Background: an optimization exercise with open tools, aiming at small area. Do not read the settings as production practice. In this exercise RTL edits were held to simulation tests only and were not proved equivalent to the original. Power figures rest on the tool's default switching activity, not on a simulated workload.

main:
==> flow/design.v <==
package sha1_pkg;
  localparam int SHA1_WORD_W = 32;
  localparam int SHA1_BLK_W  = 512;
  localparam logic [7:0] SHA1_PAD_BYTE = 8'h80;
  localparam logic [31:0] SHA1_H0 = 32'h67452301;
  localparam logic [31:0] SHA1_H1 = 32'hEFCDAB89;
  localparam logic [31:0] SHA1_H2 = 32'h98BADCFE;
  localparam logic [31:0] SHA1_H3 = 32'h10325476;
  localparam logic [31:0] SHA1_H4 = 32'hC3D2E1F0;
  typedef enum logic {
    ACCUM = 1'b0,
    SEND  = 1'b1
  } sha1_pad_state_e;
endpackage
module sha1_pad_word
(
  input  logic [sha1_pkg::SHA1_WORD_W-1:0] in_data,
  input  logic [2:0]             nbytes,
  output logic [sha1_pkg::SHA1_WORD_W-1:0] out_word
);
  always_comb begin
    case (nbytes)
      3'd0:    out_word = {sha1_pkg::SHA1_PAD_BYTE, 24'h0};
      3'd1:    out_word = {in_data[31:24], sha1_pkg::SHA1_PAD_BYTE, 16'h0};
      3'd2:    out_word = {in_data[31:16], sha1_pkg::SHA1_PAD_BYTE, 8'h0};
      3'd3:    out_word = {in_data[31:8], sha1_pkg::SHA1_PAD_BYTE};
      default: out_word = in_data;
    endcase
  end
endmodule
module sha1_msg_pad
#(
  parameter int LEN_W = 23
) (
  input  logic                   clk,
  input  logic                   rst,
  input  logic [sha1_pkg::SHA1_WORD_W-1:0] in_data,
  input  logic                   in_vld,
  input  logic                   in_last,
  input  logic [2:0]             in_bytes,
  output logic                   in_rdy,
  output logic [sha1_pkg::SHA1_BLK_W-1:0]  blk_data,
  output logic                   blk_vld,
  input  logic                   blk_rdy,
  output logic                   blk_first,
  output logic                   blk_final
);
  localparam int BC_W = LEN_W - 3;
  logic               snd_q;             
  logic               fresh_q;           
  logic [BC_W-1:0]    bc_q, bc_base, bc_nx;  
  logic               pend_q;            
  logic               first_q;
  logic               final_q;
  logic [0:15][31:0]  w_q, w_d;
  logic               acc, xfer, full, start, fits, lastb, mark, clr;
  logic [3:0]         idx;
  logic [2:0]         nb;
  logic [31:0]        padded, dat;
  logic [BC_W-1:2]    cin;
  logic [15:0]        wr;
  logic               len_sel;
  assign acc   = in_vld & ~snd_q;
  assign xfer  = blk_rdy & snd_q;
  assign bc_base = bc_q & {BC_W{~fresh_q}};
  assign idx   = bc_base[5:2];                   
  assign start = (idx == 4'd0);
  assign full  = in_bytes[2];                    
  assign nb    = full ? 3'd4 : in_bytes;
  assign lastb = acc & in_last;
  assign fits  = ~(idx[3] & idx[2] & (idx[1] | idx[0] & full));
  assign mark  = (bc_q[5:0] == 6'd0);
  sha1_pad_word u_pad_word (
    .in_data  (in_data),
    .nbytes   (nb),
    .out_word (padded)
  );
  assign dat = in_last ? padded : in_data;
  always_comb begin
    cin[2] = acc & (~in_last | full);
    for (int i = 2; i < BC_W - 1; i++) cin[i+1] = cin[i] & bc_base[i];
    bc_nx[BC_W-1:2] = bc_base[BC_W-1:2] ^ cin;
    bc_nx[1:0]      = bc_base[1:0] | ({2{lastb & ~full}} & in_bytes[1:0]);
  end
  always_comb begin
    for (int i = 0; i < 16; i++) wr[i] = acc & (idx == 4'(i));
  end
  assign clr     = xfer | (acc & start);
  assign len_sel = xfer | (lastb & fits);
  always_comb begin
    for (int i = 0; i < 16; i++)
      w_d[i] = (w_q[i] & {32{~clr}}) | (dat & {32{wr[i]}});
    for (int i = 1; i < 16; i++)
      w_d[i][31] = w_d[i][31] | (wr[i-1] & in_last & full);
    w_d[0][31] = w_d[0][31] | (xfer & mark);
    w_d[15][LEN_W-1:3] = w_d[15][LEN_W-1:3] | (bc_nx & {(LEN_W-3){len_sel}});
  end
  always_ff @(posedge clk) begin
    w_q  <= w_d;
    bc_q <= bc_nx;
  end
  always_ff @(posedge clk or posedge rst) begin
    if (rst) begin
      snd_q   <= 1'b0;
      fresh_q <= 1'b1;
      pend_q  <= 1'b0;
      first_q <= 1'b1;
      final_q <= 1'b0;
    end else if (acc) begin
      fresh_q <= 1'b0;
      if (in_last) begin
        snd_q   <= 1'b1;
        final_q <= fits;
        pend_q  <= ~fits;
      end else if (idx == 4'd15) begin
        snd_q   <= 1'b1;
        final_q <= 1'b0;
      end
    end else if (xfer) begin
      if (pend_q) begin
        final_q <= 1'b1;
        pend_q  <= 1'b0;
        first_q <= 1'b0;
      end else begin
        snd_q   <= 1'b0;
        first_q <= final_q;
        fresh_q <= final_q;
      end
    end
  end
  assign blk_data  = w_q;
  assign in_rdy    = ~snd_q;
  assign blk_vld   = snd_q;
  assign blk_first = first_q;
  assign blk_final = final_q;
endmodule
export LEC_CHECK = 0
export CAP_MARGIN = 0
export CORE_MARGIN = 2
export CORE_UTILIZATION = 65
export SLEW_MARGIN = 0
create_clock -name core_clock -period 5.0 [get_ports {clk}]
standard.sh (not shown) runs the stock make flow with config.mk's settings and CLKGATE_MAP_FILE= SYNTH_SCRIPT=/design/flow/synth_recipe.tcl, a recipe that flattens the netlist after the stock synthesis.
==> flow/flow/run.sh <==
#!/bin/bash
# Standard ORFS layout (the standard.sh), with changes that affect only area:
#  - the port buffers are the smallest buffer cell (buf_1) instead of buffer_ports' default pick;
#  - CTS builds the clock tree from clkbuf_8 cells in clusters of at most 15 sinks within 60 um,
#    and inserts no dummy loads.
# The make output goes to standard_flow.log; each ORFS step writes its own log under orfs/logs.
set -euo pipefail
export BUFFER_PORTS_ARGS="-buffer_cell sky130_fd_sc_hd__buf_1"
export CTS_ARGS="-sink_clustering_enable -repair_clock_nets -dont_use_dummy_load -buf_list {sky130_fd_sc_hd__clkbuf_8} -sink_clustering_size 15 -sink_clustering_max_diameter 60"
bash standard.sh finish > standard_flow.log 2>&1
Input-level comparison between the feature branch and main:
diff --git a/flow/design.v b/flow/design.v
--- a/flow/design.v
+++ b/flow/design.v
@@ -58,6 +58,7 @@
   logic [2:0]         nb;
   logic [31:0]        padded, dat;
   logic [BC_W-1:2]    cin;
+  logic [63:0]        len64;             
   logic [15:0]        wr;
   logic               len_sel;
   assign acc   = in_vld & ~snd_q;
@@ -82,6 +83,7 @@
     bc_nx[BC_W-1:2] = bc_base[BC_W-1:2] ^ cin;
     bc_nx[1:0]      = bc_base[1:0] | ({2{lastb & ~full}} & in_bytes[1:0]);
   end
+  assign len64 = 64'({bc_nx, 3'b000});
   always_comb begin
     for (int i = 0; i < 16; i++) wr[i] = acc & (idx == 4'(i));
   end
@@ -93,7 +95,8 @@
     for (int i = 1; i < 16; i++)
       w_d[i][31] = w_d[i][31] | (wr[i-1] & in_last & full);
     w_d[0][31] = w_d[0][31] | (xfer & mark);
-    w_d[15][LEN_W-1:3] = w_d[15][LEN_W-1:3] | (bc_nx & {(LEN_W-3){len_sel}});
+    w_d[14] = w_d[14] | (len64[63:32] & {32{len_sel}});
+    w_d[15] = w_d[15] | (len64[31:0] & {32{len_sel}});
   end
   always_ff @(posedge clk) begin
     w_q  <= w_d;
==> comparison <==
Compared with main, power consumption in the feature branch increased by a few percent. In the metrics for the feature branch and main, the one carrying the higher total of plain and repair buffers excluding clock buffers is the feature branch. Comparing main with the feature branch, the clock distribution area overhead in the final layout came out essentially unchanged. Clock period minus final worst setup slack ended up 24 ps higher on the feature branch than on main. Cell area | the feature branch vs main | the feature branch larger. Diff main -> the feature branch: design internal power moved up, number of cells in the finished layout apart from fillers barely changed, final worst slack decreased 24 ps.

## port drivers added, routing unchanged
How much do the figures lean on ideal ports? The routed layouts below were timed once more, with nothing changed but the port constraints. Step 1: set_driving_cell puts a clkbuf_16 on clk and a buf_2 on each other input, an assumption about the parent block. Step 2 times the ports against the registers' clock, not the clock port: input delays grow and output delays shrink by t, the midpoint of the rising clock arrivals with the driver on. Three values: ideal, step 1, step 2; two values: the first two.
run	t (ns)	setup WS [ns]	worst setup path at the end	latest minus earliest clock arrival (ns)	cell pins on the clock port's net
main	0.613	0.416 / 0.427 / -0.185	input to register	0.025 / 0.025	1
the feature branch	0.608	0.392 / 0.414 / -0.194	input to register	0.063 / 0.062	1
With both steps, setup timing fails in main and the feature branch, where it was met with ideal ports. The setup slack of main, which loses most, moves by +0.011 ns with the drivers and by -0.601 ns with both steps.
